Source: an optimization exercise on an open RTL-to-GDS flow (aim: small area). Production flows keep margins and buffers that such runs may drop.
At most, simulation tests tie the RTL to the original design; equivalence was not proved.
The RTL of runs 4 to 6 was laid out without a check of its function.
No activity file was given, so power comes from the tool's default toggle rates.

==> design/flow/design.v <==
`default_nettype none
package tunnel_pkg;
    localparam int NUM_ROWS = 120;
    localparam int NUM_COLS = 160;
    localparam logic [1:0] WALL_GAP   = 2'b00;
    localparam logic [1:0] WALL_LEFT  = 2'b01;
    localparam logic [1:0] WALL_RIGHT = 2'b10;
    localparam logic [1:0] WALL_EDGE  = 2'b11;
    typedef enum logic [1:0] {
        ST_INIT = 2'd0,
        ST_IDLE = 2'd1,
        ST_GEN  = 2'd2
    } state_e;
    function automatic logic [1:0] wall_code(input logic [7:0] ccol,
                                             input logic [7:0] left,
                                             input logic [7:0] right);
        logic [1:0] code;
        code = WALL_GAP;
        if ((ccol == left) || (ccol == right)) begin
            code = WALL_EDGE;
        end else if (ccol < left) begin
            code = WALL_LEFT;
        end else if (ccol > right) begin
            code = WALL_RIGHT;
        end
        wall_code = code;
    endfunction
endpackage
`default_nettype wire
`default_nettype none
module tunnel_row_ram (
    input  logic        clk_i,
    input  logic        we_i,
    input  logic [2:0]  wpos_i,      
    input  logic [2:0]  wtri_i,      
    input  logic [4:0]  wcode_i,
    input  logic [7:0]  wanchor_i,   
    input  logic [2:0]  rpos_i,
    output logic [7:0]  ranchor_o,
    output logic [24:0] rcode_o
);
    logic [7:0]  anchor_q [8];
    logic [24:0] code_q   [8];
    always_ff @(posedge clk_i) begin
        for (int p = 0; p < 8; p++) begin
            anchor_q[(p + 1) % 8] <= anchor_q[p];
            code_q[(p + 1) % 8]   <= code_q[p];
            if (p % 4 == 0 && we_i && wpos_i == 3'(p)) begin
                for (int t = 0; t < 5; t++) begin
                    if (wtri_i == 3'(t)) begin
                        code_q[(p + 1) % 8][5*t +: 5] <= wcode_i;
                    end
                end
                if (wtri_i == 3'd4) begin
                    anchor_q[(p + 1) % 8] <= wanchor_i;
                end
            end
        end
    end
    assign ranchor_o = anchor_q[rpos_i];
    assign rcode_o   = code_q[rpos_i];
endmodule
`default_nettype wire
`default_nettype none
import tunnel_pkg::*;
module tunnel_wall_gen (
    input  logic       clock,
    input  logic       rst,
    input  logic [9:0] Pixel_row,
    input  logic [9:0] Pixel_column,
    input  logic       run,
    input  logic [1:0] speed,
    input  logic [7:0] randomized_value,
    output logic [1:0] wall,
    output logic [7:0] probe_left,
    output logic [7:0] probe_right,
    output logic       ready
);
    localparam logic [7:0] INIT_L = 8'd48;
    function automatic logic [1:0] fa(input logic a, input logic b, input logic c);
        fa = {(a & b) | (a & c) | (b & c), a ^ b ^ c};
    endfunction
    function automatic logic [3:0] pop15(input logic [15:1] x);
        logic [1:0] a0, a1, a2, a3, a4, b0, b1, c0, c1, c2, d0;
        a0 = fa(x[1], x[2], x[3]);
        a1 = fa(x[4], x[5], x[6]);
        a2 = fa(x[7], x[8], x[9]);
        a3 = fa(x[10], x[11], x[12]);
        a4 = fa(x[13], x[14], x[15]);
        b0 = fa(a0[0], a1[0], a2[0]);
        b1 = fa(a3[0], a4[0], b0[0]);
        c0 = fa(a0[1], a1[1], a2[1]);
        c1 = fa(a3[1], a4[1], b0[1]);
        c2 = fa(b1[1], c0[0], c1[0]);
        d0 = fa(c0[1], c1[1], c2[1]);
        pop15 = {d0[1], d0[0], c2[0], b1[0]};
    endfunction
    function automatic logic [4:0] st_enc(input logic [1:0] a, input logic [1:0] b,
                                          input logic [1:0] c);
        if (!c[0]) begin
            st_enc = {c[1], a, b};
        end else if (!a[0]) begin
            st_enc = {a[1], 2'b11, b};
        end else begin
            st_enc = {1'b0, b, 2'b11};
        end
    endfunction
    function automatic logic [5:0] st_dec(input logic [4:0] x);
        logic hi, lo;
        hi = x[3] & x[2];
        lo = x[1] & x[0];
        st_dec[5] = x[4] & !hi & !lo;
        st_dec[4] = hi | lo;
        st_dec[3:2] = lo ? x[3:2] : x[1:0];
        st_dec[1:0] = hi ? {x[4], 1'b0} : lo ? 2'b01 : x[3:2];
    endfunction
    logic       ready_q;     
    logic       gen_q;       
    logic [2:0] frame_cnt_q;
    logic [6:0] ptr_q;       
    logic [4:0] shr_q;       
    logic [7:0] top_l_q;     
    logic [1:0] hist_q [4];  
    logic       cpend_q;     
    logic       cage_q;      
    logic [2:0] pos_q;       
    logic [8:0] dcol_q;      
    logic [3:0] nup_q;       
    logic [3:0] ndn_q;
    logic [2:0] rup_q;       
    logic [2:0] rdn_q;
    logic       valid_q;
    logic [4:0] wh_q;        
    logic       probe_hit_q;
    logic [1:0] wall_q;
    logic [7:0] probe_l_q;
    logic [4:0] probe_wh_q;
    logic [4:0] w_shr_min;
    logic       w_up, w_dn;
    logic [7:0] w_new_l;
    assign w_shr_min = (shr_q > 5'd20) ? 5'd20 : shr_q;
    assign w_up    = (randomized_value[1:0] == 2'b11) &&
                     !(top_l_q[0] && top_l_q[7:1] == 7'd47 + {2'b0, w_shr_min});
    assign w_dn    = (randomized_value[1:0] == 2'b00) && (top_l_q != 8'd1);
    assign w_new_l = top_l_q + {{7{w_dn}}, w_up | w_dn};
    logic w_frame_end;
    logic w_step;
    logic w_wdone;
    logic [6:0] w_ptr_d;
    assign w_frame_end = (Pixel_row == 10'd479) && (Pixel_column == 10'd639);
    assign w_step      = !ready_q || gen_q;
    assign w_ptr_d     = rst ? 7'd0 : w_step ? ptr_q + 7'd1 : ptr_q;
    always_ff @(posedge clock) begin
        if (rst) begin
            ready_q     <= 1'b0;
            gen_q       <= 1'b0;
            frame_cnt_q <= 3'd0;
            shr_q       <= 5'd0;
            top_l_q     <= INIT_L;
            cpend_q     <= 1'b0;
        end else begin
            if (gen_q && w_tri_end) begin
                cpend_q <= 1'b1;
                cage_q  <= 1'b0;
            end else begin
                cpend_q <= cpend_q && !w_wdone;
                if (gen_q) begin
                    cage_q <= 1'b1;
                end
            end
            if (!ready_q) begin
                if (ptr_q == 7'd127) begin
                    ready_q <= 1'b1;
                end
            end else if (gen_q) begin
                gen_q   <= 1'b0;
                top_l_q <= w_new_l;
                if (ptr_q[3:0] == 4'd15 && shr_q != 5'd31) begin
                    shr_q <= shr_q + 5'd1;
                end
            end else if (w_frame_end && run) begin
                if (frame_cnt_q >= (3'd7 >> speed)) begin
                    frame_cnt_q <= 3'd0;
                    gen_q       <= 1'b1;
                end else begin
                    frame_cnt_q <= frame_cnt_q + 3'd1;
                end
            end
        end
    end
    always_ff @(posedge clock) begin
        ptr_q <= w_ptr_d;
        pos_q <= pos_q + 3'd1 + {2'b0, w_step && ptr_q[3:0] == 4'd15};
        if (gen_q) begin
            hist_q[0] <= {w_up, w_dn};
            hist_q[1] <= hist_q[0];
            hist_q[2] <= hist_q[1];
            hist_q[3] <= hist_q[2];
        end
    end
    logic [6:0]  w_k;
    logic [7:0]  w_ccol;
    logic [3:0]  w_m;         
    logic [3:0]  w_mo;
    logic        w_tri_end;   
    logic [3:0]  w_cs;        
    logic [2:0]  w_ctri;
    logic        w_wborrow;
    logic [2:0]  w_wpos;
    logic [1:0]  w_ca, w_cb, w_cc;
    logic [7:0]  w_wanchor;
    assign w_m       = ptr_q[3:0];
    assign w_mo      = w_m - 4'd1;
    assign w_tri_end = (w_m == 4'd3) || (w_m == 4'd6) || (w_m == 4'd9) ||
                       (w_m == 4'd12) || (w_m == 4'd15);
    assign w_cs      = cage_q ? w_mo - 4'd1 : w_mo;
    assign w_ctri    = (w_cs == 4'd3) ? 3'd0 : (w_cs == 4'd6) ? 3'd1 :
                       (w_cs == 4'd9) ? 3'd2 : (w_cs == 4'd12) ? 3'd3 : 3'd4;
    assign w_wborrow = (w_m == 4'd0) || (cage_q && w_m == 4'd1);
    assign w_wpos    = pos_q - {2'b0, w_wborrow};
    assign w_wdone   = cpend_q && (w_wpos[1:0] == 2'd0);
    assign w_ca      = cage_q ? hist_q[3] : hist_q[2];
    assign w_cb      = cage_q ? hist_q[2] : hist_q[1];
    assign w_cc      = cage_q ? hist_q[1] : hist_q[0];
    assign w_wanchor = cage_q ?
                       top_l_q + {{7{hist_q[0][1]}}, hist_q[0][1] | hist_q[0][0]} : top_l_q;
    logic        w_in_cur, w_in_prev;
    logic        w_open;
    logic        w_borrow;
    logic [3:0]  w_dist;      
    logic [3:0]  w_j;         
    logic [7:0]  w_anchor;
    logic [24:0] w_codes;
    logic [15:1] w_up_bits;
    logic [15:1] w_dn_bits;
    assign w_k       = Pixel_row[8:2];
    assign w_ccol    = Pixel_column[9:2];
    assign w_borrow  = w_k[3:0] >= w_m;
    assign w_in_cur  = w_k <= {3'b0, w_mo};
    assign w_in_prev = (w_mo <= 4'd2) && !w_in_cur && (w_k <= {3'b0, w_mo} + 7'd16);
    assign w_open    = w_in_cur || w_in_prev;
    assign w_dist    = {1'b0, w_k[6:4]} + {3'b0, w_borrow};
    assign w_j       = w_mo - w_k[3:0];
    tunnel_row_ram u_row_ram (
        .clk_i     (clock),
        .we_i      (w_wdone),
        .wpos_i    (w_wpos),
        .wtri_i    (w_ctri),
        .wcode_i   (st_enc(w_ca, w_cb, w_cc)),
        .wanchor_i (w_wanchor),
        .rpos_i    (pos_q - w_dist[2:0]),
        .ranchor_o (w_anchor),
        .rcode_o   (w_codes)
    );
    always_comb begin
        for (int t = 0; t < 5; t++) begin
            logic [5:0] d;
            d = st_dec(w_codes[5*t +: 5]);
            w_up_bits[3*t+1] = d[1];
            w_dn_bits[3*t+1] = d[0];
            w_up_bits[3*t+2] = d[3];
            w_dn_bits[3*t+2] = d[2];
            w_up_bits[3*t+3] = d[5];
            w_dn_bits[3*t+3] = d[4];
        end
    end
    logic [15:1] w_mask;
    logic [4:0]  w_ub;        
    logic [3:0]  w_hin;       
    assign w_ub = w_in_prev ? {1'b0, w_mo} + 5'd13 :
                  (w_mo >= 4'd4) ? {1'b0, w_mo} - 5'd3 : 5'd0;
    logic [15:0] w_gt_j;
    logic [31:0] w_lt_ub;
    assign w_gt_j  = 16'hfffe << w_j;
    assign w_lt_ub = ~(32'hffffffff << w_ub);
    assign w_mask  = w_gt_j[15:1] & (w_lt_ub[15:1] | {15{!w_open}});
    assign w_hin = {4{w_open}} & {w_k > 7'd3, w_k > 7'd2, w_k > 7'd1, w_k > 7'd0};
    logic [5:0]  w_row_grp;
    logic        w_valid;
    logic [4:0]  w_row_shr;
    logic [7:0]  w_base;
    assign w_row_grp = {1'b0, shr_q} - {2'b0, w_dist};
    assign w_valid   = ready_q && !w_row_grp[5];
    assign w_row_shr = (w_row_grp[4:0] > 5'd20) ? 5'd20 : w_row_grp[4:0];
    assign w_base    = !w_valid ? INIT_L : w_open ? top_l_q : w_anchor;
    always_ff @(posedge clock) begin
        dcol_q      <= {1'b0, w_ccol} - {1'b0, w_base};
        nup_q       <= pop15(w_mask & w_up_bits);
        ndn_q       <= pop15(w_mask & w_dn_bits);
        rup_q       <= 3'(w_hin[0] & hist_q[0][1]) + 3'(w_hin[1] & hist_q[1][1]) +
                       3'(w_hin[2] & hist_q[2][1]) + 3'(w_hin[3] & hist_q[3][1]);
        rdn_q       <= 3'(w_hin[0] & hist_q[0][0]) + 3'(w_hin[1] & hist_q[1][0]) +
                       3'(w_hin[2] & hist_q[2][0]) + 3'(w_hin[3] & hist_q[3][0]);
        valid_q     <= w_valid;
        wh_q        <= w_valid ? ~w_row_shr : 5'd31;
        probe_hit_q <= (Pixel_row[9:2] == 8'd110) && (w_ccol == 8'd0);
    end
    logic [8:0] w_dcol;
    logic [5:0] w_wm1;
    logic [1:0] w_code;
    logic [4:0] w_nup, w_ndn;
    logic [5:0] w_sum;       
    assign w_nup  = {1'b0, nup_q} + {2'b0, rup_q};
    assign w_ndn  = {1'b0, ndn_q} + {2'b0, rdn_q};
    assign w_sum  = {1'b0, w_nup} - {1'b0, w_ndn};
    assign w_dcol = valid_q ? dcol_q + {{3{w_sum[5]}}, w_sum} : dcol_q;
    assign w_wm1  = {wh_q, 1'b1};
    always_comb begin
        if (w_dcol == 9'd0 || w_dcol == {3'b0, w_wm1}) begin
            w_code = WALL_EDGE;
        end else if (w_dcol[8]) begin
            w_code = WALL_LEFT;
        end else if (w_dcol > {3'b0, w_wm1}) begin
            w_code = WALL_RIGHT;
        end else begin
            w_code = WALL_GAP;
        end
    end
    always_ff @(posedge clock) begin
        if (rst) begin
            wall_q     <= WALL_GAP;
            probe_l_q  <= INIT_L;
            probe_wh_q <= 5'd31;
        end else begin
            wall_q <= ready_q ? w_code : WALL_GAP;
            if (ready_q && probe_hit_q) begin
                probe_l_q  <= 8'd0 - w_dcol[7:0];
                probe_wh_q <= wh_q;
            end
        end
    end
    assign wall        = wall_q;
    assign probe_left  = probe_l_q;
    assign probe_right = probe_l_q + {2'b0, probe_wh_q, 1'b1};
    assign ready       = ready_q;
endmodule
`default_nettype wire
==> design/flow/run.sh <==
#!/bin/bash
# synth_recipe.tcl (not shown) runs the flow's synth.tcl, then flattens the netlist and writes it again
# the make line also repeats each setting of config.mk as NAME=value (left out here)
make -C /OpenROAD-flow-scripts/flow DESIGN_CONFIG=/design/flow/config.mk WORK_HOME=/design/flow/orfs CLKGATE_MAP_FILE= SYNTH_SCRIPT=/design/flow/synth_recipe.tcl finish
==> design/flow/config.mk <==
export PLATFORM = sky130hd
export DESIGN_NAME = tunnel_wall_gen
export DESIGN_NICKNAME = tunnel_wall_gen
export VERILOG_FILES = /design/flow/design.v
export SDC_FILE = /design/flow/constraint.sdc
export NUM_CORES = 4
export LEC_CHECK = 0
export CAP_MARGIN = 20
export CORE_MARGIN = 2
export CORE_UTILIZATION = 40
export CTS_BUF_LIST = sky130_fd_sc_hd__clkbuf_8
export CTS_CLUSTER_DIAMETER = 60
export CTS_CLUSTER_SIZE = 16
export SLEW_MARGIN = 20
==> design/flow/constraint.sdc <==
create_clock -name core_clock -period 8.0 [get_ports {clock}]
set_input_delay 1.6000 -clock core_clock [delete_from_list [all_inputs] [get_ports {clock}]]
set_output_delay 1.6000 -clock core_clock [all_outputs]
set_load 0.01 [all_outputs]
==> results of run 1 <==
-- power breakdown --
part	internal, mW	switching [mW]
combinational	0.859	1.07
sequential	1.76	0.0189
clock	0.462	0.582
total	3.08	1.67
-- layer usage --
| layer | vias up | global-route usage, % | share of wire, % |
|---|---|---|---|
| met3 | 61 | 2.24 | 4.8 |
| met5 | - | 0 | 0 |
| met1 | 5597 | 25.8 | 47 |
| met4 | 0 | 5.63 | 2.2 |
| met2 | 260 | 29.6 | 46 |
| li1 | 5650 | - | - |
-- sequential cells by signal, indices dropped and copies added, names as in the netlist, 2 cells and up --
signal,count
wh_q,5
rup_q,3
pos_q,3
shr_q,5
dcol_q,9
wall_q,2
top_l_q,8
ptr_q,7
rdn_q,3
probe_wh_q,5
u_row_ram.code_q,200
probe_l_q,8
u_row_ram.anchor_q,64
ndn_q,4
hist_q,8
nup_q,4
frame_cnt_q,3
-- path summary, 6_finish.rpt --
kind	startpoint	endpoint	slack [ps]	depth (start not counted)
setup reg to reg	ptr_q[0]	nup_q[2]	1180	28
hold / removal	u_row_ram.code_q[6][23]	u_row_ram.code_q[7][23]	340	0
hold reg to reg	u_row_ram.code_q[6][23]	u_row_ram.code_q[7][23]	340	0
setup / recovery	Pixel_row[2]	nup_q[2]	370	28
-- Yosys cell counts (23+ instances only) --
library cell	number	area [sq um]
fa_1	36	721
xnor2_1	40	350
ha_1	89	1110
o21ai_0	51	255
inv_1	84	315
mux4_2	30	676
nor3_1	26	130
nand3_1	48	240
xor2_1	24	210
mux2i_1	35	350
nor2b_1	23	144
clkbuf_1	33	124
a21oi_1	72	360
nand2_1	97	364
mux2_2	74	833
nor2_1	117	439
dfxtp_1	338	6770
-- worst max-delay path, cell delays in order --
cell and delay (ps):
clkdlybuf4s50_1 520, inv_1 90, ha_1 300, nand2_1 60, a21oi_1 130, nor2b_1 50, o21ai_0 150, nand2b_1 90
ha_1 220, ha_1 330, xnor2_1 160, buf_4 150, ha_4 140, inv_1 100, a21o_2 180, nand2_2 180
buf_4 260, nand3_1 90, a21oi_1 70, o32ai_2 450, o21ai_1 140, or3_1 340, fa_1 480, inv_1 50
fa_1 500, fa_1 410, fa_1 440, fa_1 440
-- cell families (layout without fill, tap and decap cells) --
family / count (synthesis) / after routing / synth area share (%)
multiplexers: 149 / 149 / 12.6
AND/OR/NAND/NOR: 417 / 417 / 12.7
AO/OA/AOI/OAI: 283 / 283 / 12.0
XOR/XNOR: 67 / 67 / 3.83
other: 0 / 1 / 0
flip-flops: 347 / 347 / 43.6
adder cells (fa/ha/maj): 125 / 125 / 11.4
buffers and inverters: 150 / 269 / 3.97
-- per-stage QoR --
stage | setup TNS [ps] | setup WS, ps
floorplan | 0 | 411
global placement | -891 | -257
detailed placement | -1100 | -337
CTS | 0 | 335
global route | 0 | 30.6
finish | 0 | 369
-- area by class of cell --
class                   instances  area (sq um)  share of cell area (%)
flip-flops and latches        347          7040                    38.4
repair buffers                140          1250                    6.82
clock inverters                15           191                    1.04
multi-input cells            1041          8490                    46.3
diodes                          1          2.50                  0.0136
inverters                      86           323                    1.76
clock buffers                  28           385                    2.10
well taps                     525           657                    3.58
==> summary.md, run 1 <==
| Metric | Value |
|---|---|
| Status | `no timing/DRC/antenna violations` |
| First-pass GRT wire length | `~60000 um` |
| Layout cells sized above 1 | `between 10% and 20%` |
| Hold Slack | `~340 ps` |
| Unique masters post-synth | `91` |
| Core box area | `approximately 40000 sq um` |
| Antenna Nets Post-Route | `0` |
| Power Total | `~4.8 mW` |
| Die H | `between 200 and 250 um` |
| Final setup fails | `0` |
| Die X-Extent | `about 200 um` |
| Post-synth EDFFs | `9` |
| Total number of H-tree levels | `1` |
| FF+latch count, synth | `between 300 and 400` |
| Max Buffers Root-to-Sink | `3` |
| Worst-path clk slew | `~100 ps` |
| Final HPWL DP | `28100 um` |
| Worst-Skew Late Latency | `between 600 and 700 ps` |
| Global route overflow | `0` |
| Synth Cell Area | `16100 sq um` |
| Area Overhead vs Synth | `13.6%` |
| Die area | `between 40000 and 50000 sq um` |
| Post-Layout Inst Area | `18300 sq um` |
| Filler cells | `~3800` |
| Crit path capture type | `register` |
| Area post-placement | `around 18000 sq um` |
| Most common cell after layout, fill and taps aside | `dfxtp_1` |
| Antenna violations before repair | `1` |
| Initial core utilization | `40.5%` |
| Placer Congestion | `approximately 0.86` |
| DRC | `0` |
| CP Max Fanout | `13` |
| Nets | `between 1500 and 2000` |
| Crit path launch type | `input port` |
| Vias per inst | `5.30` |
| Leak | `7.58 nW` |
| Final wirelength | `~38000 um` |
| Required time worst endpoint | `roughly 8500 ps` |
| Async SR Flop Fraction | `0%` |
| Ports | `52` |
| CTS tree | `done` |
| Final hold vios | `0` |
| IO buf count | `45` |
| Drt wl/cell | `~17 um` |
| Number of global-route vias before repair | `approximately 12000` |
| Post-CTS sizing | `0` |
| CP arrival | `about 8100 ps` |
| CTS buffer count | `28` |
| Syn nets | `around 1700` |
| Max_cap viols | `0` |
| Final Slew Violations | `0` |
| WS Path Type | `input port to register` |
| Sequential area share after synthesis | `roughly 44%` |
| Slew Limit Headroom | `32.8%` |
| Routed vias | `roughly 12000` |
| Cts hold-fix bufs | `0` |
| Worst Tran Pin Value | `999 ps` |
| Site row count | `73` |
| Most frequent cells in the layout | `dfxtp_1 (338), nor2_1 (116), nand2_1 (97)` |
| RSZ-0062 raised after global routing | `no` |
| Final Util | `around 46%` |
| Tightest Hold Check Type | `register to register` |
| Gate Count Post-Synth | `1538` |
| Avg Inst Size Synth | `10.5 sq um` |
| Initial DRC count | `568` |
| Peak VDD IR | `between 100 and 150 uV` |
| Post CTS Setup Buffer Count | `0` |
| Inst Count DP | `approximately 2100` |
| Dominant synthesized flop cell | `dfxtp_1` |
| Synth warn | `5` |
| GRT Overall Usage | `about 18%` |
| Largest net degree at the start of global routing | `57` |
| Period minus WS final | `7630 ps` |
| Max Clk Rate | `between 0.1 and 0.15 GHz` |
| Fin crit share | `between 90% and 100%` |
| Pwr Density | `around 260 nW/um^2` |
| Max Clock Skew | `approximately 25 ps` |
| Finished Layout Cells | `roughly 2200` |
| Root Buffer | `clkbuf_8` |
| Sink Count | `around 350` |
| Drt pass-1 iters | `6` |
==> inputs of run 2 (changes only) <==
--- a/design/flow/config.mk
+++ b/design/flow/config.mk
@@ -11,4 +11,5 @@
 export CTS_BUF_LIST = sky130_fd_sc_hd__clkbuf_8
 export CTS_CLUSTER_DIAMETER = 60
 export CTS_CLUSTER_SIZE = 16
+export GPL_TIMING_DRIVEN = 0
 export SLEW_MARGIN = 20
==> summary.md, run 2 <==
| Metric | Value |
|---|---|
| Global route overflow | `0` |
| Flop pwr share | `approximately 39%` |
| Worst hold stages | `0` |
| Crit path capture type | `register` |
| Adder-cell share of the synthesized area | `11.4%` |
| Final Util | `~45%` |
| Compound-Gate Fraction of Synth Area | `a little under an eighth` |
| Hold Startpoint | `u_row_ram.code_q[3][1]` |
| Antenna violations before repair | `1` |
| Peak VDD IR | `114 uV` |
| Largest net degree at the start of global routing | `18` |
| Filler cells | `roughly 3800` |
| Total number of H-tree levels | `1` |
| Vias per inst | `about 5.4` |
| Multi-input logic area | `8560 sq um` |
| R2R cell count | `22` |
| Final wirelength | `41700 um` |
| Status | `no timing/DRC/antenna violations` |
| Final hold vios | `0` |
| CP startpoint | `Pixel_row[2]` |
| Power share of the clock group | `about a fifth` |
| Max_cap viols | `0` |
| Top cell type by total area after synthesis | `dfxtp_1` |
| Drt wl/cell | `slightly below 20 um` |
| Dominant synthesized flop cell | `dfxtp_1` |
| Worst Hold End | `u_row_ram.code_q[4][1]` |
| CP Max Fanout | `10` |
| Site row count | `between 70 and 80` |
| Most used cell along the critical path | `fa_1` |
| Inst Count DP | `roughly 2100` |
| WS Path Type | `input port to register` |
| Gate Count Post-Synth | `between 1500 and 2000` |
| Logic pwr share | `around two fifths` |
| CP max-delay cell | `buf_1` |
| Switching share of power | `about two fifths` |
| Nets | `1774` |
| Worst-path clk slew | `~100 ps` |
| Cell with the most instances after synthesis | `dfxtp_1` |
| Switching pwr | `1.79 mW` |
| Routed vias | `approximately 12000` |
| R2R Setup Slk | `560 ps` |
| Max Clock Skew | `19.4 ps` |
| Ports | `52` |
| Final HPWL DP | `around 31000 um` |
| Die area | `42000 sq um` |
| Cell-internal power | `around 2.8 mW` |
| Area Overhead vs Synth | `10.9%` |
| Required time worst endpoint | `about 8500 ps` |
| Avg Inst Size Synth | `10.5 sq um` |
| Period minus WS final | `~7700 ps` |
| DRC | `0` |
| Area share of the largest cell type after synthesis | `between 40% and 50%` |
| Async SR Flop Fraction | `0%` |
| FF+latch count, synth | `347` |
| Post-synth EDFFs | `9` |
| R2R Path Start | `ptr_q[0]` |
| Sequential area share after synthesis | `between 40 and 50%` |
| Largest regs | `u_row_ram.code_q (200), u_row_ram.anchor_q (64), dcol_q (9)` |
| Worst reg2reg path endpoint | `nup_q[2]` |
| Biggest register | `u_row_ram.code_q` |
| Fraction of synthesized area in multiplexers | `12.6%` |
| CTS buffer count | `28` |
| Finished Layout Cells | `about 2200` |
| Core box area | `39800 sq um` |
| Largest family of logic cells by synthesized area | `simple AND/OR/NAND/NOR gates` |
| Worst stage delay on the critical path | `between 600 and 700 ps` |
| Unique masters post-synth | `91` |
| Max reg flops | `200` |
| Initial DRC count | `726` |
| Worst Tran Pin Value | `between 1000 and 1500 ps` |
| Xor and xnor area share after synthesis | `under 10%` |
| RSZ-0062 raised after global routing | `no` |
| CP arrival | `around 8200 ps` |
| Critical-path cell list | `clkdlybuf4s15_2, inv_1, ha_2, nand2_1, a21oi_1, nor2b_1, o21ai_0, nand2b_1, ha_1, ha_1, clkbuf_2, buf_1, mux4_2, nand2_1, a21oi_2, nand3_1, and3_1, fa_1, fa_1, fa_1, fa_1, fa_1` |
| Antenna Nets Post-Route | `0` |
| Layout cells sized above 1 | `~14%` |
| Synth Area in Simple Gates | `12.7%` |
| Placer Congestion | `0.856` |
| CTS tree | `done` |
| Root Buffer | `clkbuf_8` |
| Ranking of synthesized cells by area | `dfxtp_1 (42%), ha_1 (6.9%), mux2_2 (5.2%)` |
| Max Clk Rate | `0.130 GHz` |
| Pwr Density | `257 nW/um^2` |
| Storage element area | `about 7000 sq um` |
| Initial core utilization | `around two fifths` |
| First-pass GRT wire length | `approximately 66000 um` |
| Tightest Hold Check Type | `register to register` |
| Antenna cells | `0` |
| Sink Count | `about 350` |
| IO buf count | `between 40 and 50` |
| Drt pass-1 iters | `5` |
| Synth Cell Area | `16100 sq um` |
| Die H | `205 um` |
| Final setup fails | `0` |
| Synth warn | `5` |
| Most common cell after layout, fill and taps aside | `dfxtp_1` |
| GRT Overall Usage | `between 20% and 30%` |
| Leak | `between 7 and 8 nW` |
| Top cells by count, synth | `dfxtp_1 (338), nor2_1 (117), nand2_1 (97), ha_1 (89), inv_1 (84)` |
| Fin crit share | `96.5%` |
| Most frequent cells in the layout | `dfxtp_1 (338), nor2_1 (116), nand2_1 (97)` |
| Hold Slack | `roughly 340 ps` |
| Worst-Skew Late Latency | `just under 600 ps` |
| Number of global-route vias before repair | `11700` |
| Slew Limit Headroom | `between 10% and 20%` |
| Crit path launch type | `input port` |
| Final Slew Violations | `0` |
| Die X-Extent | `205 um` |
| Syn nets | `between 1500 and 2000` |
| Max Buffers Root-to-Sink | `3` |
[run 2: cells by family (layout without fill, tap and decap cells)]
group | after synthesis | after routing
simple gates | 417 | 417
flops | 347 | 347
compound gates | 283 | 283
buf+inv | 150 | 237
mux | 149 | 149
fa+ha+maj | 125 | 125
xor+xnor | 67 | 67
[run 2: repair_timing]
item                                    CTS  global route
endpoints found under the setup margin   12             4
resized for setup                        37            26
hold buffers                              0             0
pin swaps                                 0             3
buffers inserted                          0             3
[run 2: power groups by stage]
| stage | Clock (mW) | Sequential (mW) | Combinational [mW] |
|---|---|---|---|
| global route | 1.01 | 1.78 | 2.05 |
| CTS | 0.938 | 1.78 | 1.84 |
| floorplan | 0 | 1.81 | 1.23 |
| global placement | 0 | 1.82 | 1.79 |
| finish | 0.916 | 1.78 | 1.90 |
| detailed placement | 0 | 1.82 | 1.80 |
[run 2: critical path, delay by kind of cell]
kind	cells	cell delay, ps
AO/OA/AOI/OAI	3	630
buffers and inverters	4	1470
AND/OR/NAND/NOR	6	690
multiplexers	1	330
adder cells (fa/ha/maj)	8	3450
[run 2: how the worst max path moves through the flow]
stage          endpoint  slack, ps  cells after the start
5_1_grt        nup_q[2]         10                     20
2_1_floorplan  nup_q[2]        410                     24
6_report       nup_q[2]        280                     22
3_5_place_dp   nup_q[2]      -2340                     25
4_1_cts        nup_q[2]         50                     25
3_3_place_gp   nup_q[2]      -2150                     25
[run 2: metal layers]
metal  part of all wire, %  up-vias  track usage, %
met3                   5.1       56            2.18
li1                      -     5595               -
met1                    47     5665            29.0
met4                   2.1        0            5.16
met5                     0        -               0
met2                    45      273            32.2
[run 2: stage by stage]
stage          power, mW  setup WS, ps  cell area (sq um)  TNS, ps
6_report            4.60           281              17900        0
5_1_grt             4.84          11.0              17900        0
4_1_cts             4.56          53.7              17800        0
3_5_place_dp        3.62         -2340              17200   -21290
3_3_place_gp        3.61         -2150              17200   -19150
2_1_floorplan       3.04           411              16100        0
[run 2: area by class of cell]
cell class | count | share of cell area [%]
plain buffers | 64 | 2.17
clock buffers | 29 | 2.23
clock inverters | 10 | 0.412
inverters | 86 | 1.80
multi-input cells | 1041 | 47.8
flip-flops and latches | 347 | 39.3
well taps | 525 | 3.67
repair buffers | 48 | 2.61
==> inputs of run 3 (changes only) <==
==> design/flow/flow/run.sh (new file) <==
#!/bin/bash
# The standard layout, with the port buffers made of the smallest buffer
# cell (sky130_fd_sc_hd__buf_1) instead of the delay buffer that
# buffer_ports picks by default. Everything else is standard.sh unchanged.
set -euo pipefail
export BUFFER_PORTS_ARGS="-buffer_cell sky130_fd_sc_hd__buf_1"
bash standard.sh > flow_standard.log 2>&1
==> design/flow/standard.sh (new file) <==
#!/bin/bash
# synth_recipe.tcl (not shown) runs the flow's synth.tcl, then flattens the netlist and writes it again
# the make line also repeats each setting of config.mk as NAME=value (left out here)
make -C /OpenROAD-flow-scripts/flow DESIGN_CONFIG=/design/flow/config.mk WORK_HOME=/design/flow/orfs CLKGATE_MAP_FILE= SYNTH_SCRIPT=/design/flow/synth_recipe.tcl "${@:-finish}"
removed: design/flow/run.sh
==> summary.md, run 3 <==
| Metric | Value |
|---|---|
| Most used cell along the critical path | `fa_1` |
| Die area | `between 40000 and 50000 sq um` |
| Area post-placement | `17000 sq um` |
| Worst Hold End | `u_row_ram.anchor_q[3][0]` |
| Most frequent cells in the layout | `dfxtp_1 (338), nor2_1 (116), nand2_1 (97)` |
| IO buf count | `44` |
| Tightest Hold Check Type | `register to register` |
| Placer Congestion | `0.876` |
| Post-synth EDFFs | `9` |
| Final Slew Violations | `0` |
| Dominant synthesized flop cell | `dfxtp_1` |
| Initial core utilization | `40.5%` |
| CP Max Fanout | `10` |
| Critical-path cell list | `clkbuf_2, inv_1, ha_1, nand2_1, a21oi_1, nor2b_1, o21ai_0, nand2b_1, ha_1, ha_1, xnor2_1, ha_1, buf_2, buf_4, clkbuf_4, mux4_2, mux2i_2, o2bb2ai_1, nor3_1, fa_1, fa_1, fa_1, fa_1, fa_1` |
| Filler cells | `~3800` |
| Crit path launch type | `input port` |
| Sink Count | `347` |
| Final HPWL DP | `~31000 um` |
| DRC | `0` |
| Number of global-route vias before repair | `approximately 11000` |
| Worst-path clk slew | `100 ps` |
| R2R Setup Slk | `~410 ps` |
| Area Overhead vs Synth | `9.29%` |
| CTS buffer count | `29` |
| Crit path capture type | `register` |
| Worst Tran Pin Value | `about 950 ps` |
| Slew Limit Headroom | `between 30 and 40%` |
| Status | `no timing/DRC/antenna violations` |
| Async SR Flop Fraction | `0%` |
| Worst Path Buf+Inv | `5` |
| Max Clk Rate | `~0.13 GHz` |
| Max reg flops | `200` |
| Leak | `about 7.2 nW` |
| CP arrival | `just over 8000 ps` |
| Drt wl/cell | `around 19 um` |
| Pwr Density | `roughly 260 nW/um^2` |
| Top cell type by total area after synthesis | `dfxtp_1` |
| Avg Inst Size Synth | `10.5 sq um` |
| Fin crit share | `between 90% and 100%` |
| Routed vias | `between 10000 and 15000` |
| Total number of H-tree levels | `1` |
| R2R cell count | `24` |
| Root Buffer | `clkbuf_8` |
| Biggest register | `u_row_ram.code_q` |
| GRT Overall Usage | `between 15 and 20%` |
| CP max-delay cell | `fa_1` |
| Site row count | `73` |
| R2R Path Start | `ptr_q[0]` |
| Antenna violations before repair | `1` |
| Antenna cells | `0` |
| Ranking of synthesized cells by area | `dfxtp_1 (42%), ha_1 (6.9%), mux2_2 (5.2%)` |
| CP top delay family | `adder cells` |
| Layout cells sized above 1 | `13.8%` |
| Power Total | `roughly 4.7 mW` |
| Top cells by count, synth | `dfxtp_1 (338), nor2_1 (117), nand2_1 (97), ha_1 (89), inv_1 (84)` |
| Core box area | `39800 sq um` |
| Die H | `205 um` |
| Area share of the largest cell type after synthesis | `a little over two fifths` |
| Gate Count Post-Synth | `between 1500 and 2000` |
| Final hold vios | `0` |
| Ports | `52` |
| Largest net degree at the start of global routing | `17` |
| Max Clock Skew | `between 40 and 50 ps` |
| Initial DRC count | `approximately 830` |
| Sequential area share after synthesis | `between 40% and 50%` |
| Worst reg2reg path endpoint | `nup_q[2]` |
| Worst-Skew Late Latency | `roughly 640 ps` |
| Vias per inst | `5.40` |
| Synth Cell Area | `~16000 sq um` |
| Post-Layout Inst Area | `~18000 sq um` |
| Hold Startpoint | `u_row_ram.anchor_q[2][0]` |
| Unique masters post-synth | `91` |
| Cell with the most instances after synthesis | `dfxtp_1` |
| Global route overflow | `0` |
| Drt pass-1 iters | `5` |
| Nets | `1773` |
| WS Path Type | `input port to register` |
| Syn nets | `1696` |
| Worst hold stages | `0` |
| Most common cell after layout, fill and taps aside | `dfxtp_1` |
| Die X-Extent | `roughly 200 um` |
| Largest regs | `u_row_ram.code_q (200), u_row_ram.anchor_q (64), dcol_q (9)` |
| Worst stage delay on the critical path | `490 ps` |
| CTS tree | `done` |
| Required time worst endpoint | `approximately 8500 ps` |
| Peak VDD IR | `approximately 120 uV` |
| Max Buffers Root-to-Sink | `3` |
| Max_cap viols | `0` |
| Final setup fails | `0` |
| Final wirelength | `41400 um` |
| FF+latch count, synth | `between 300 and 400` |
| Antenna Nets Post-Route | `0` |
| Synth warn | `5` |
| First-pass GRT wire length | `64100 um` |
| Period minus WS final | `around 7800 ps` |
## run 3: routing by layer
| metal | vias up | routed length, um | GRT usage [%] |
|---|---|---|---|
| met3 | 61 | 2470 | 2.51 |
| met2 | 314 | 18600 | 32.1 |
| li1 | 5591 | - | - |
| met1 | 5651 | 19200 | 27.6 |
| met4 | 0 | 1070 | 6.04 |
| met5 | - | 0 | 0 |
## run 3: stage by stage
stage               instances  TNS (ps)  utilization [%]  hold slack (ps)  worst slack [ps]
finish                   2152         0             44.3              319               222
global route             2152     -8.32             44.3              347             -8.32
CTS                      2151         0             44.1              330              4.05
detailed placement       2108    -16040             42.6              332             -1920
global placement         2107    -15550             42.6              327             -1850
floorplan                1538         0                -              324               411
## run 3: kinds of logic after synthesis
kind of cell / Yosys count / share of synthesized area (%)
XOR/XNOR: 67 / 3.83
AO/OA/AOI/OAI: 283 / 12.0
flip-flops: 347 / 43.6
buffers and inverters: 150 / 3.97
adder cells (fa/ha/maj): 125 / 11.4
multiplexers: 149 / 12.6
AND/OR/NAND/NOR: 417 / 12.7
## run 3: cell type report
cell class,instances,area (sq um),share of cell area (%)
well taps,525,657,3.72
flip-flops and latches,347,7040,39.9
plain buffers,64,364,2.06
repair buffers,46,179,1.01
clock buffers,30,413,2.34
inverters,86,323,1.83
clock inverters,13,156,0.887
multi-input cells,1041,8510,48.3
## run 3: how the worst max path moves through the flow
stage                       startpoint  endpoint  slack [ps]  cells past startpoint
final                     Pixel_row[2]  nup_q[2]         220                     24
after global routing      Pixel_row[2]  nup_q[2]          -8                     28
after CTS                 Pixel_row[2]  nup_q[2]           4                     24
after detailed placement  Pixel_row[2]  ndn_q[2]       -1920                     25
after global placement    Pixel_row[2]  ndn_q[2]       -1850                     25
after floorplan           Pixel_row[2]  nup_q[2]         410                     24
## run 3: what timing repair did
item	4_1_cts	5_1_grt
endpoints found under the setup margin	11	5
hold buffers	0	0
resized for setup	24	19
pin swaps	0	1
setup buffers	0	1
## run 3: where the power goes
part	total, mW	leakage (nW)	switching [mW]	internal [mW]
clock	1.03	0.293	0.604	0.424
sequential	1.78	2.81	0.0206	1.76
combinational	1.86	4.08	1.19	0.666
==> inputs of run 4 (changes only) <==
--- a/design/flow/design.v
+++ b/design/flow/design.v
@@ -35,7 +35,7 @@
     input  logic [2:0]  wtri_i,      
     input  logic [4:0]  wcode_i,
     input  logic [7:0]  wanchor_i,   
-    input  logic [2:0]  rpos_i,
+    input  logic [7:0]  rsel_i,      
     output logic [7:0]  ranchor_o,
     output logic [24:0] rcode_o
 );
@@ -57,8 +57,14 @@
             end
         end
     end
-    assign ranchor_o = anchor_q[rpos_i];
-    assign rcode_o   = code_q[rpos_i];
+    always_comb begin
+        ranchor_o = '0;
+        rcode_o   = '0;
+        for (int p = 0; p < 8; p++) begin
+            ranchor_o = ranchor_o | (anchor_q[p] & {8{rsel_i[p]}});
+            rcode_o   = rcode_o | (code_q[p] & {25{rsel_i[p]}});
+        end
+    end
 endmodule
 `default_nettype wire
 `default_nettype none
@@ -241,6 +247,14 @@
     assign w_open    = w_in_cur || w_in_prev;
     assign w_dist    = {1'b0, w_k[6:4]} + {3'b0, w_borrow};
     assign w_j       = w_mo - w_k[3:0];
+    logic [7:0]  w_rsel;
+    always_comb begin
+        for (int p = 0; p < 8; p++) begin
+            logic [2:0] c;
+            c = pos_q - 3'(p);
+            w_rsel[p] = w_borrow ? (w_k[6:4] == c - 3'd1) : (w_k[6:4] == c);
+        end
+    end
     tunnel_row_ram u_row_ram (
         .clk_i     (clock),
         .we_i      (w_wdone),
@@ -248,7 +262,7 @@
         .wtri_i    (w_ctri),
         .wcode_i   (st_enc(w_ca, w_cb, w_cc)),
         .wanchor_i (w_wanchor),
-        .rpos_i    (pos_q - w_dist[2:0]),
+        .rsel_i    (w_rsel),
         .ranchor_o (w_anchor),
         .rcode_o   (w_codes)
     );
==> summary.md, run 4 <==
| Metric | Value |
|---|---|
| Drt pass-1 iters | `5` |
| Final hold vios | `0` |
| Status | `no timing/DRC/antenna violations` |
| Slew Limit Headroom | `between 20 and 25%` |
| Core box area | `39900 sq um` |
| DRC | `0` |
| Final setup fails | `0` |
| Die X-Extent | `approximately 200 um` |
| Initial DRC count | `~950` |
| Peak VDD IR | `approximately 160 uV` |
| Largest net degree at the start of global routing | `17` |
| Drt wl/cell | `19.7 um` |
| Max reg flops | `200` |
| WS Path Type | `input port to register` |
| Largest regs | `u_row_ram.code_q (200), u_row_ram.anchor_q (64), dcol_q (9)` |
| Sequential area share after synthesis | `between 40% and 50%` |
| Finished Layout Cells | `2263` |
| Synth Cell Area | `16300 sq um` |
| Nets | `1882` |
| FF+latch count, synth | `between 300 and 400` |
| Ports | `52` |
| Initial core utilization | `around 41%` |
| Avg Inst Size Synth | `9.88 sq um` |
| RSZ-0062 raised after global routing | `no` |
| Power share of the clock group | `a little over a quarter` |
| Most used cell along the critical path | `fa_1` |
| R2R Path Start | `ptr_q[2]` |
| Die area | `42300 sq um` |
| Cell with the most instances after synthesis | `dfxtp_1` |
| Syn nets | `~1800` |
| Cell-internal power | `between 2 and 2.5 mW` |
| Fin crit share | `a little over nine tenths` |
| First-pass GRT wire length | `69300 um` |
| Crit path launch type | `input port` |
| Max Buffers Root-to-Sink | `3` |
| Worst Path Buf+Inv | `4` |
| Logic pwr share | `27.3%` |
| Unique masters post-synth | `between 80 and 90` |
| Routed vias | `roughly 13000` |
| Synth warn | `5` |
| Final HPWL DP | `32500 um` |
| Site row count | `73` |
| Final Util | `44.4%` |
| Required time worst endpoint | `about 8500 ps` |
| Fin worst setup slack | `around 240 ps` |
| Max Clock Skew | `between 50 and 60 ps` |
| Top cells by count, synth | `dfxtp_1 (338), o21ai_0 (158), mux2_2 (106), a21oi_1 (95), nor2_1 (91)` |
| Antenna cells | `0` |
| Vias per inst | `roughly 5.6` |
| Leak | `roughly 7 nW` |
| CTS tree | `done` |
| GRT Overall Usage | `about a fifth` |
| Max_cap viols | `0` |
| Worst Tran Pin Value | `between 1000 and 1500 ps` |
| Post CTS Setup Buffer Count | `0` |
| Number of global-route vias before repair | `between 10000 and 15000` |
| Flop pwr share | `between 40% and 50%` |
| Max Clk Rate | `0.129 GHz` |
| Area share of the largest cell type after synthesis | `41.6%` |
| Total number of H-tree levels | `1` |
| Switching share of power | `~36%` |
| CTS buffer count | `31` |
| Async SR Flop Fraction | `0%` |
| Final Slew Violations | `0` |
| Placer Congestion | `0.841` |
| Worst-path clk slew | `around 100 ps` |
| Critical-path cell list | `buf_1, inv_1, ha_1, nand2_1, a2111oi_4, nor3b_1, xnor2_2, buf_2, mux2_2, a211oi_2, nor3b_1, or4_1, fa_1, fa_1, inv_1, fa_1, fa_1, fa_1` |
| Switching pwr | `between 1 and 1.5 mW` |
| CP top delay family | `adder cells` |
| Crit path capture type | `register` |
| Biggest register | `u_row_ram.code_q` |
| Global route overflow | `0` |
| Period minus WS final | `about 7800 ps` |
| Layout cells sized above 1 | `11.5%` |
| Root Buffer | `clkbuf_8` |
| Dpl ws | `-495 ps` |
| Worst stage delay on the critical path | `around 600 ps` |
| Most common cell after layout, fill and taps aside | `dfxtp_1` |
| Ranking of synthesized cells by area | `dfxtp_1 (42%), mux2_2 (7.3%), ha_1 (6.6%)` |
| Setup TNS | `0 ps` |
| Gate Count Post-Synth | `1647` |
| Tightest Hold Check Type | `register to register` |
| Hold Slack | `337 ps` |
| Inst Count DP | `approximately 2200` |
| CP Max Fanout | `10` |
| Area post-placement | `about 17000 sq um` |
| CP arrival | `8270 ps` |
| Area Overhead vs Synth | `8.91%` |
| CP startpoint | `Pixel_row[2]` |
| Most frequent cells in the layout | `dfxtp_1 (338), o21ai_0 (158), mux2_2 (106)` |
| Hold Startpoint | `u_row_ram.anchor_q[7][0]` |
| Power Total | `between 3 and 4 mW` |
| Post-Layout Inst Area | `between 15000 and 20000 sq um` |
| Sink Count | `around 350` |
| Antenna violations before repair | `0` |
| Final wirelength | `between 40000 and 50000 um` |
| CP max-delay cell | `a2111oi_4` |
| Dominant synthesized flop cell | `dfxtp_1` |
| Pwr Density | `219 nW/um^2` |
| Top cell type by total area after synthesis | `dfxtp_1` |
| Worst-Skew Late Latency | `660 ps` |
| IO buf count | `43` |
| Antenna Nets Post-Route | `0` |
| Post-synth EDFFs | `9` |
| Die H | `roughly 210 um` |
==> run 4: changes by cell type after synthesis, moves of 16 or more <==
| cell | previous run | this run |
|---|---|---|
| mux2i_1 | 35 | 14 |
| mux2_2 | 74 | 106 |
| a211oi_1 | 12 | 36 |
| clkbuf_1 | 33 | 49 |
| nand2_1 | 97 | 74 |
| mux4_2 | 30 | 1 |
| nand4_1 | 9 | 39 |
| a21oi_1 | 72 | 95 |
| nor2_1 | 117 | 91 |
| o21ai_0 | 51 | 158 |
==> run 4: final cells by class <==
type                       instances  area, sq um
sequential                       347         7040
clock buffer                      32          440
tap                              525          657
inverter                          83          312
timing repair buffer              45          176
multi-input combinational       1146         8640
clock inverter                    14          159
fill                            3874        22200
buffer                            71          290
==> run 4: cells by family after synthesis <==
kind of cell | after synthesis | share of synthesized area (%)
mux | 122 | 8.41
simple gates | 423 | 13.6
flops | 347 | 43.3
xor+xnor | 73 | 4.06
compound gates | 403 | 15.7
buf+inv | 154 | 3.70
fa+ha+maj | 125 | 11.4
==> run 4: worst register-to-register path, delay by kind of cell (launching register included) <==
kind                     cells  cell delay, ps
AO/OA/AOI/OAI                5            1140
adder cells (fa/ha/maj)      6            2630
buffers and inverters        7            1920
flip-flops                   1             470
AND/OR/NAND/NOR              2             900
==> run 4: repair_timing <==
item / 4_1_cts / 5_1_grt
hold buffers: 0 / 0
gates resized for setup: 0 / 1
endpoints found under the setup margin: 0 / 1
==> run 4: power groups by stage <==
stage / clock network, mW / registers (mW) / logic [mW]
detailed placement: 0 / 1.80 / 1.04
finish: 1.06 / 1.76 / 1.06
global placement: 0 / 1.80 / 1.03
CTS: 1.09 / 1.76 / 1.04
global route: 1.15 / 1.77 / 1.12
floorplan: 0 / 1.80 / 0.677
==> run 4: per-layer routing <==
metal	track usage, %	vias up	routed length, um
met5	0	-	0
met4	6.04	0	1170
met3	2.53	85	2430
met2	36.1	362	21200
met1	27.8	6112	19900
li1	-	6025	-
==> run 4: final timing paths <==
kind	cells after the start	endpoint	slack, ps
worst max-delay path	18	nup_q[2]	240
worst min-delay path	0	u_row_ram.anchor_q[0][0]	340
worst max register to register	20	nup_q[2]	800
worst min register to register	0	u_row_ram.anchor_q[0][0]	340
==> inputs of run 5 (changes only) <==
--- a/design/flow/design.v
+++ b/design/flow/design.v
@@ -86,20 +86,22 @@
     function automatic logic [1:0] fa(input logic a, input logic b, input logic c);
         fa = {(a & b) | (a & c) | (b & c), a ^ b ^ c};
     endfunction
-    function automatic logic [3:0] pop15(input logic [15:1] x);
-        logic [1:0] a0, a1, a2, a3, a4, b0, b1, c0, c1, c2, d0;
+    function automatic logic [5:0] pop15_part(input logic [15:1] x);
+        logic [1:0] a0, a1, a2, a3, a4, b0, c0, b1, c1;
         a0 = fa(x[1], x[2], x[3]);
         a1 = fa(x[4], x[5], x[6]);
         a2 = fa(x[7], x[8], x[9]);
         a3 = fa(x[10], x[11], x[12]);
         a4 = fa(x[13], x[14], x[15]);
         b0 = fa(a0[0], a1[0], a2[0]);
-        b1 = fa(a3[0], a4[0], b0[0]);
         c0 = fa(a0[1], a1[1], a2[1]);
-        c1 = fa(a3[1], a4[1], b0[1]);
-        c2 = fa(b1[1], c0[0], c1[0]);
-        d0 = fa(c0[1], c1[1], c2[1]);
-        pop15 = {d0[1], d0[0], c2[0], b1[0]};
+        b1 = fa(b0[0], a3[0], a4[0]);
+        c1 = fa(c0[0], a3[1], a4[1]);
+        pop15_part = {c0[1], c1[1], b0[1], c1[0], b1[1], b1[0]};
+    endfunction
+    function automatic logic [3:0] pop15_sum(input logic [5:0] p);
+        pop15_sum = {3'b0, p[0]} + {2'b0, 2'(p[1]) + 2'(p[2]) + 2'(p[3]), 1'b0} +
+                    {1'b0, 2'(p[4]) + 2'(p[5]), 2'b0};
     endfunction
     function automatic logic [4:0] st_enc(input logic [1:0] a, input logic [1:0] b,
                                           input logic [1:0] c);
@@ -131,8 +133,8 @@
     logic       cage_q;      
     logic [2:0] pos_q;       
     logic [8:0] dcol_q;      
-    logic [3:0] nup_q;       
-    logic [3:0] ndn_q;
+    logic [5:0] nup_q;       
+    logic [5:0] ndn_q;
     logic [2:0] rup_q;       
     logic [2:0] rdn_q;
     logic       valid_q;
@@ -299,8 +301,8 @@
     assign w_base    = !w_valid ? INIT_L : w_open ? top_l_q : w_anchor;
     always_ff @(posedge clock) begin
         dcol_q      <= {1'b0, w_ccol} - {1'b0, w_base};
-        nup_q       <= pop15(w_mask & w_up_bits);
-        ndn_q       <= pop15(w_mask & w_dn_bits);
+        nup_q       <= pop15_part(w_mask & w_up_bits);
+        ndn_q       <= pop15_part(w_mask & w_dn_bits);
         rup_q       <= 3'(w_hin[0] & hist_q[0][1]) + 3'(w_hin[1] & hist_q[1][1]) +
                        3'(w_hin[2] & hist_q[2][1]) + 3'(w_hin[3] & hist_q[3][1]);
         rdn_q       <= 3'(w_hin[0] & hist_q[0][0]) + 3'(w_hin[1] & hist_q[1][0]) +
@@ -314,8 +316,8 @@
     logic [1:0] w_code;
     logic [4:0] w_nup, w_ndn;
     logic [5:0] w_sum;       
-    assign w_nup  = {1'b0, nup_q} + {2'b0, rup_q};
-    assign w_ndn  = {1'b0, ndn_q} + {2'b0, rdn_q};
+    assign w_nup  = {1'b0, pop15_sum(nup_q)} + {2'b0, rup_q};
+    assign w_ndn  = {1'b0, pop15_sum(ndn_q)} + {2'b0, rdn_q};
     assign w_sum  = {1'b0, w_nup} - {1'b0, w_ndn};
     assign w_dcol = valid_q ? dcol_q + {{3{w_sum[5]}}, w_sum} : dcol_q;
     assign w_wm1  = {wh_q, 1'b1};
==> summary.md, run 5 <==
| Metric | Value |
|---|---|
| Status | `no timing/DRC/antenna violations` |
| Post-CTS sizing | `0` |
| WS Path Type | `input port to register` |
| Worst Path Buf+Inv | `5` |
| Tightest Hold Check Type | `register to register` |
| Site row count | `73` |
| Required time worst endpoint | `between 8000 and 9000 ps` |
| Power share of the clock group | `between 20 and 30%` |
| Syn nets | `1689` |
| GRT Overall Usage | `between 10% and 20%` |
| Max_cap viols | `0` |
| Worst-path clk slew | `~100 ps` |
| Drt pass-1 iters | `7` |
| Die H | `205 um` |
| Setup TNS | `0 ps` |
| Synth warn | `5` |
| Avg Inst Size Synth | `10.6 sq um` |
| CP Max Fanout | `10` |
| Critical path depth | `17` |
| Ports | `between 50 and 60` |
| Die area | `approximately 42000 sq um` |
| Worst Hold End | `u_row_ram.code_q[7][9]` |
| Worst stage delay on the critical path | `640 ps` |
| Sequential area share after synthesis | `roughly 44%` |
| Hold Startpoint | `u_row_ram.code_q[6][9]` |
| R2R cell count | `17` |
| Top cell type by total area after synthesis | `dfxtp_1` |
| Leak | `7.30 nW` |
| Worst reg2reg path endpoint | `nup_q[0]` |
| Switching pwr | `roughly 1.4 mW` |
| Area share of the largest cell type after synthesis | `a little over two fifths` |
| Switching share of power | `around 35%` |
| Top cells by count, synth | `dfxtp_1 (342), inv_1 (105), ha_1 (96), nor2_1 (88), mux2_2 (79)` |
| Max Clk Rate | `roughly 0.15 GHz` |
| Total number of H-tree levels | `2` |
| Filler cells | `3786` |
| Max Clock Skew | `41.1 ps` |
| Final Util | `44.5%` |
| Fin worst setup slack | `between 1500 and 2000 ps` |
| Peak VDD IR | `between 100 and 150 uV` |
| Unique masters post-synth | `85` |
| Dominant synthesized flop cell | `dfxtp_1` |
| RSZ-0062 raised after global routing | `no` |
| Pwr Density | `between 200 and 250 nW/um^2` |
| Worst Tran Pin Value | `~1000 ps` |
| Antenna violations before repair | `0` |
| Logic pwr share | `about 30%` |
| Worst hold stages | `0` |
| Post-synth EDFFs | `9` |
| Cell with the most instances after synthesis | `dfxtp_1` |
| Final Slew Violations | `0` |
| Final setup fails | `0` |
| Cell-internal power | `2.73 mW` |
| Crit path launch type | `input port` |
| R2R Setup Slk | `1670 ps` |
| Hold Slack | `about 340 ps` |
| Largest net degree at the start of global routing | `18` |
| CP max-delay cell | `clkbuf_1` |
| Ranking of synthesized cells by area | `dfxtp_1 (42%), ha_1 (7.4%), mux2_2 (5.5%)` |
| Vias per inst | `~5.4` |
| Post CTS Setup Buffer Count | `0` |
| Largest regs | `u_row_ram.code_q (200), u_row_ram.anchor_q (64), dcol_q (9)` |
| Sink Count | `around 350` |
| Gate Count Post-Synth | `~1500` |
| Critical-path cell list | `buf_1, inv_1, ha_1, a21boi_2, o22ai_4, inv_6, a211oi_1, nor2_1, clkbuf_1, o22ai_1, nor3b_2, nor3_1, or3_1, fa_1, inv_1, fa_1, fa_1` |
| Number of global-route vias before repair | `approximately 11000` |
| Final HPWL DP | `30200 um` |
| Most frequent cells in the layout | `dfxtp_1 (342), inv_1 (108), ha_1 (96)` |
| Final hold vios | `0` |
| Layout cells sized above 1 | `between 10 and 15%` |
| CP arrival | `6950 ps` |
| Placer Congestion | `approximately 0.88` |
| Core box area | `slightly below 40000 sq um` |
| Global route overflow | `0` |
| Fin crit share | `between 80 and 90%` |
| First-pass GRT wire length | `~63000 um` |
| Crit path capture type | `register` |
| Root Buffer | `clkbuf_8` |
| Cts hold-fix bufs | `0` |
| Initial core utilization | `40.6%` |
| Antenna cells | `0` |
| DRC | `0` |
| FF+latch count, synth | `roughly 350` |
| Most used cell along the critical path | `fa_1` |
| Die X-Extent | `just over 200 um` |
| Async SR Flop Fraction | `0%` |
| Most common cell after layout, fill and taps aside | `dfxtp_1` |
| Synth Cell Area | `roughly 16000 sq um` |
| CP top delay family | `adder cells` |
| Max Buffers Root-to-Sink | `3` |
| Antenna Nets Post-Route | `0` |
| Routed vias | `roughly 12000` |
| Nets | `1773` |
| Biggest register | `u_row_ram.code_q` |
| IO buf count | `between 40 and 50` |
| Area Overhead vs Synth | `9.63%` |
| Period minus WS final | `~6500 ps` |
| Final wirelength | `between 40000 and 50000 um` |
| Max reg flops | `200` |
| Flop pwr share | `42.8%` |
| CTS tree | `done` |
| R2R Path Start | `ptr_q[2]` |
| Initial DRC count | `786` |
| Worst-Skew Late Latency | `600 ps` |
| Slew Limit Headroom | `29.6%` |
| Drt wl/cell | `18.9 um` |
| Dpl ws | `a little over 900 ps` |
| CTS buffer count | `34` |
## run 5: cell types whose count changed after synthesis, sizes merged, moves of 25 or more
cell and change:
inv +25, mux2 -28, a222oi +26, a21oi -35, a211oi -27, mux2i +47, o21ai -131, nand4 -32
## run 5: how the worst max path moves through the flow
stage / startpoint / end / slack (ps)
finish: Pixel_row[2] / ndn_q[0] / 1500
CTS: Pixel_row[2] / ndn_q[0] / 1490
detailed placement: Pixel_row[2] / ndn_q[0] / 930
floorplan: Pixel_row[5] / nup_q[0] / 2220
global route: Pixel_row[2] / dcol_q[7] / 1250
global placement: Pixel_row[2] / ndn_q[0] / 950
## run 5: kinds of logic (layout without fill, tap and decap cells)
logic type	count (synthesis)	count (layout)	synth area share (%)
fa+ha+maj	134	134	12.2
xor+xnor	74	74	4.31
simple gates	357	357	11.4
buf+inv	165	268	4.48
flops	351	351	44.1
compound gates	301	301	14.2
mux	140	140	9.30
## run 5: layout make-up
type                            count  area, sq um  share of cell area [%]
Sequential cell                   351         7120                    40.2
Timing Repair Buffer               48          191                    1.08
Buffer                             59          320                    1.81
Clock inverter                     19          198                    1.12
Multi-Input combinational cell   1006         8300                    47.0
Inverter                          106          403                    2.28
Tap cell                          525          657                    3.71
Clock buffer                       36          495                    2.80
## run 5: power groups by stage
stage          Clock, mW  Combinational (mW)  Sequential [mW]
5_1_grt             1.26                1.31             1.79
4_1_cts             1.19                1.22             1.79
2_1_floorplan          0               0.872             1.82
3_3_place_gp           0                1.21             1.83
3_5_place_dp           0                1.21             1.83
6_report            1.17                1.22             1.79
## run 5: metal layers
layer,part of all wire [%],vias up,track usage [%]
met1,48,5646,27.0
li1,-,5607,-
met2,45,244,31.6
met3,4.7,56,2.93
met5,0,-,0
met4,2.0,0,5.12
## run 5: metrics by stage
step | power (mW) | cells | instance area, sq um
finish | 4.18 | 2150 | 17700
global route | 4.36 | 2150 | 17700
CTS | 4.20 | 2150 | 17700
detailed placement | 3.04 | 2095 | 17000
global placement | 3.04 | 2092 | 17000
floorplan | 2.69 | 1522 | 16100
## run 5: worst reg2reg max path, stage by stage (launching register included)
cell       delay (ps)
dfxtp_1           590
inv_1             280
ha_1              250
a21boi_0          130
xnor2_1           620
inv_1             310
ha_1              430
nand4_1           140
a2111oi_0         490
a21oi_1           160
o21ai_0           330
a21boi_0          240
o211ai_1          150
or4_1             460
fa_1              550
inv_1              60
fa_1              590
fa_1              440
==> inputs of run 6 (changes only) <==
--- a/design/flow/config.mk
+++ b/design/flow/config.mk
@@ -5,6 +5,7 @@
 export SDC_FILE = /design/flow/constraint.sdc
 export NUM_CORES = 4
 export LEC_CHECK = 0
+export ABC_AREA = 1
 export CAP_MARGIN = 20
 export CORE_MARGIN = 2
 export CORE_UTILIZATION = 40
==> summary.md, run 6 <==
| Metric | Value |
|---|---|
| Status | `no timing/DRC/antenna violations` |
| Most used cell along the critical path | `nand2_1` |
| Top cell type by total area after synthesis | `dfxtp_1` |
| Switching pwr | `1.64 mW` |
| Global route overflow | `0` |
| Flop pwr share | `41.4%` |
| Largest net degree at the start of global routing | `17` |
| Final setup fails | `0` |
| Max Clock Skew | `20.5 ps` |
| Vias per inst | `between 5 and 6` |
| Power Total | `between 4 and 5 mW` |
| Dominant synthesized flop cell | `dfxtp_1` |
| Fin worst setup slack | `roughly 2100 ps` |
| Initial core utilization | `between 40% and 50%` |
| Post CTS Setup Buffer Count | `0` |
| Period minus WS final | `5880 ps` |
| Number of global-route vias before repair | `13900` |
| Worst-path clk slew | `roughly 100 ps` |
| Fin crit share | `between 70% and 80%` |
| IO buf count | `43` |
| Nets | `about 2400` |
| RSZ-0062 raised after global routing | `no` |
| Max Clk Rate | `approximately 0.17 GHz` |
| Core box area | `approximately 42000 sq um` |
| Area Overhead vs Synth | `8.28%` |
| Multi-input logic area | `between 8000 and 9000 sq um` |
| Final HPWL DP | `between 30000 and 40000 um` |
| Setup TNS | `0 ps` |
| Avg Inst Size Synth | `between 7 and 8 sq um` |
| Pwr Density | `roughly 240 nW/um^2` |
| Ports | `52` |
| Crit path capture type | `register` |
| Drt wl/cell | `~18 um` |
| Switching share of power | `between 30% and 40%` |
| Largest regs | `u_row_ram.code_q (200), u_row_ram.anchor_q (64), dcol_q (9)` |
| Leak | `8.53 nW` |
| Unique masters post-synth | `52` |
| Root Buffer | `clkbuf_8` |
| Final hold vios | `0` |
| Tightest Hold Check Type | `register to register` |
| Die area | `44200 sq um` |
| Antenna Nets Post-Route | `0` |
| CP max-delay cell | `a31oi_1` |
| Antenna violations before repair | `0` |
| Max_cap viols | `0` |
| Final wirelength | `between 50000 and 60000 um` |
| DRC | `0` |
| Cell-internal power | `~2.7 mW` |
| Gate Count Post-Synth | `between 2000 and 2500` |
| Antenna cells | `0` |
| Most common cell after layout, fill and taps aside | `nand2_1` |
| Sequential area share after synthesis | `between 40% and 50%` |
| Routed vias | `14500` |
| CP Max Fanout | `10` |
| Worst-Skew Late Latency | `between 600 and 700 ps` |
| Max reg flops | `200` |
| Ranking of synthesized cells by area | `dfxtp_1 (40%), nand2_1 (11%), ha_1 (7.1%)` |
| GRT Overall Usage | `22.8%` |
| Filler cells | `4225` |
| Drt pass-1 iters | `5` |
| Syn nets | `2304` |
| FF+latch count, synth | `351` |
| Placer Congestion | `slightly above 0.9` |
| Post-CTS sizing | `0` |
| Top cells by count, synth | `nand2_1 (493), dfxtp_1 (342), inv_1 (243), nor2_1 (163), o21ai_0 (128)` |
| Initial DRC count | `about 1200` |
| Worst stage delay on the critical path | `600 ps` |
| Async SR Flop Fraction | `0%` |
| Site row count | `between 70 and 80` |
| CTS tree | `done` |
| CP arrival | `6420 ps` |
| Storage element area | `between 7000 and 8000 sq um` |
| Required time worst endpoint | `around 8500 ps` |
| Slew Limit Headroom | `roughly a quarter` |
| Synth warn | `5` |
| Most frequent cells in the layout | `nand2_1 (493), dfxtp_1 (342), inv_1 (244)` |
| Final Slew Violations | `0` |
| First-pass GRT wire length | `around 78000 um` |
| Worst Tran Pin Value | `roughly 1100 ps` |
| Sink Count | `351` |
| Logic pwr share | `approximately a third` |
| Total number of H-tree levels | `1` |
| WS Path Type | `input port to register` |
| Die H | `about 210 um` |
| Biggest register | `u_row_ram.code_q` |
| Max Buffers Root-to-Sink | `3` |
| Peak VDD IR | `around 180 uV` |
| Post-synth EDFFs | `9` |
| Layout cells sized above 1 | `7.95%` |
| Crit path launch type | `input port` |
| Dpl ws | `~1500 ps` |
| Die X-Extent | `210 um` |
| Final Util | `44.0%` |
| Area share of the largest cell type after synthesis | `roughly 40%` |
| CTS buffer count | `30` |
| Synth Cell Area | `17000 sq um` |
| Cts hold-fix bufs | `0` |
| Cell with the most instances after synthesis | `nand2_1` |
| Power share of the clock group | `approximately a quarter` |
## run 6: changes by cell type after synthesis, moves of 28 or more
cell / delta
nand2_1: +421
nand4_1: +73
a222oi_1: -34
mux2i_1: -61
a21oi_1: +50
nand2_2: +28
xnor2_1: -33
mux2_2: -79
nor2b_1: -28
nor2_1: +75
o21ai_0: +100
nand3_1: +96
inv_1: +138
## run 6: worst paths after layout
check,slack (ps),start,to,depth (start not counted)
max,2120,Pixel_row[2],dcol_q[7],27
min,340,u_row_ram.code_q[6][12],u_row_ram.code_q[7][12],0
max reg2reg,2500,ndn_q[1],wall_q[1],26
min reg2reg,340,u_row_ram.code_q[6][12],u_row_ram.code_q[7][12],0
## run 6: routing by layer
layer,global-route usage (%),part of all wire (%)
met1,31.1,45
met5,0,0
met4,6.53,2.3
met3,2.52,6.4
met2,38.1,46
## run 6: power by group through the flow
stage	Clock, mW	Sequential (mW)	Combinational [mW]
detailed placement	0	1.83	1.50
CTS	1.06	1.79	1.51
global route	1.12	1.80	1.70
finish	1.03	1.79	1.51
global placement	0	1.83	1.48
floorplan	0	1.83	1.10
## run 6: worst max-delay path: cells and delay by family
family                   cells  cell delay, ps
AO/OA/AOI/OAI                7            1620
XOR/XNOR                     1             140
adder cells (fa/ha/maj)      4            1280
buffers and inverters        5             880
AND/OR/NAND/NOR             10             880
## run 6: per-stage QoR
step,area [sq um],cells,hold slack [ps]
finish,18400,2765,340
global route,18400,2765,342
CTS,18400,2765,342
detailed placement,17900,2720,335
global placement,17900,2719,333
floorplan,17000,2137,331
## run 6: cells by family (layout without fill, tap and decap cells)
family | after synthesis | count (layout) | share of synthesized area [%]
buf+inv | 320 | 409 | 8.01
simple gates | 963 | 963 | 25.7
fa+ha+maj | 134 | 134 | 11.5
compound gates | 320 | 320 | 10.2
flops | 351 | 351 | 41.8
xor+xnor | 49 | 49 | 2.74
## run 6: cell type report
type                       instances  area share [%]
multi-input combinational       1466            46.4
buffer                            60            2.06
timing repair buffer              44           0.916
sequential                       351            38.6
tap                              539            3.66
inverter                         260            5.33
clock buffer                      31            2.31
clock inverter                    14           0.760

[re-timing with driven ports]
No port has a modelled driver above. Below, the same layouts with a new extraction and two added sets of constraints.
Step 1 sets driving cells, clkbuf_16 on the clock port and buf_2 on the other inputs (assumed; they add their load-dependent delay and slew).
Step 2 times the ports against the registers' clock, not the clock port: input delays grow and output delays shrink by t, the midpoint of the rising clock arrivals with the driver on.
Slacks: no drivers / after step 1 / after step 2; pairs: no drivers / after step 1.
run	t (ns)	setup WS [ns]	worst hold slack (ns)	worst setup path at the end	clock arrival spread, ns
run 1	0.661	0.369 / 0.385 / -0.275	0.343 / 0.343 / 0.343	input to register	0.029 / 0.029
run 2	0.637	0.281 / 0.295 / -0.342	0.344 / 0.344 / 0.344	input to register	0.020 / 0.021
run 3	0.673	0.222 / 0.249 / -0.424	0.319 / 0.319 / 0.319	input to register	0.042 / 0.043
run 4	0.686	0.240 / 0.271 / -0.416	0.337 / 0.337 / 0.337	input to register	0.056 / 0.057
run 5	0.629	1.503 / 1.529 / 0.901	0.335 / 0.335 / 0.335	input to register	0.041 / 0.041
run 6	0.683	2.119 / 2.111 / 1.428	0.340 / 0.340 / 0.340	input to register	0.020 / 0.020
Met with ideal ports but missed after step 2: setup timing in run 1, run 2, run 3 and run 4. The setup slack of run 6, which loses most, moves by -0.008 ns with the drivers and by -0.691 ns with both steps.
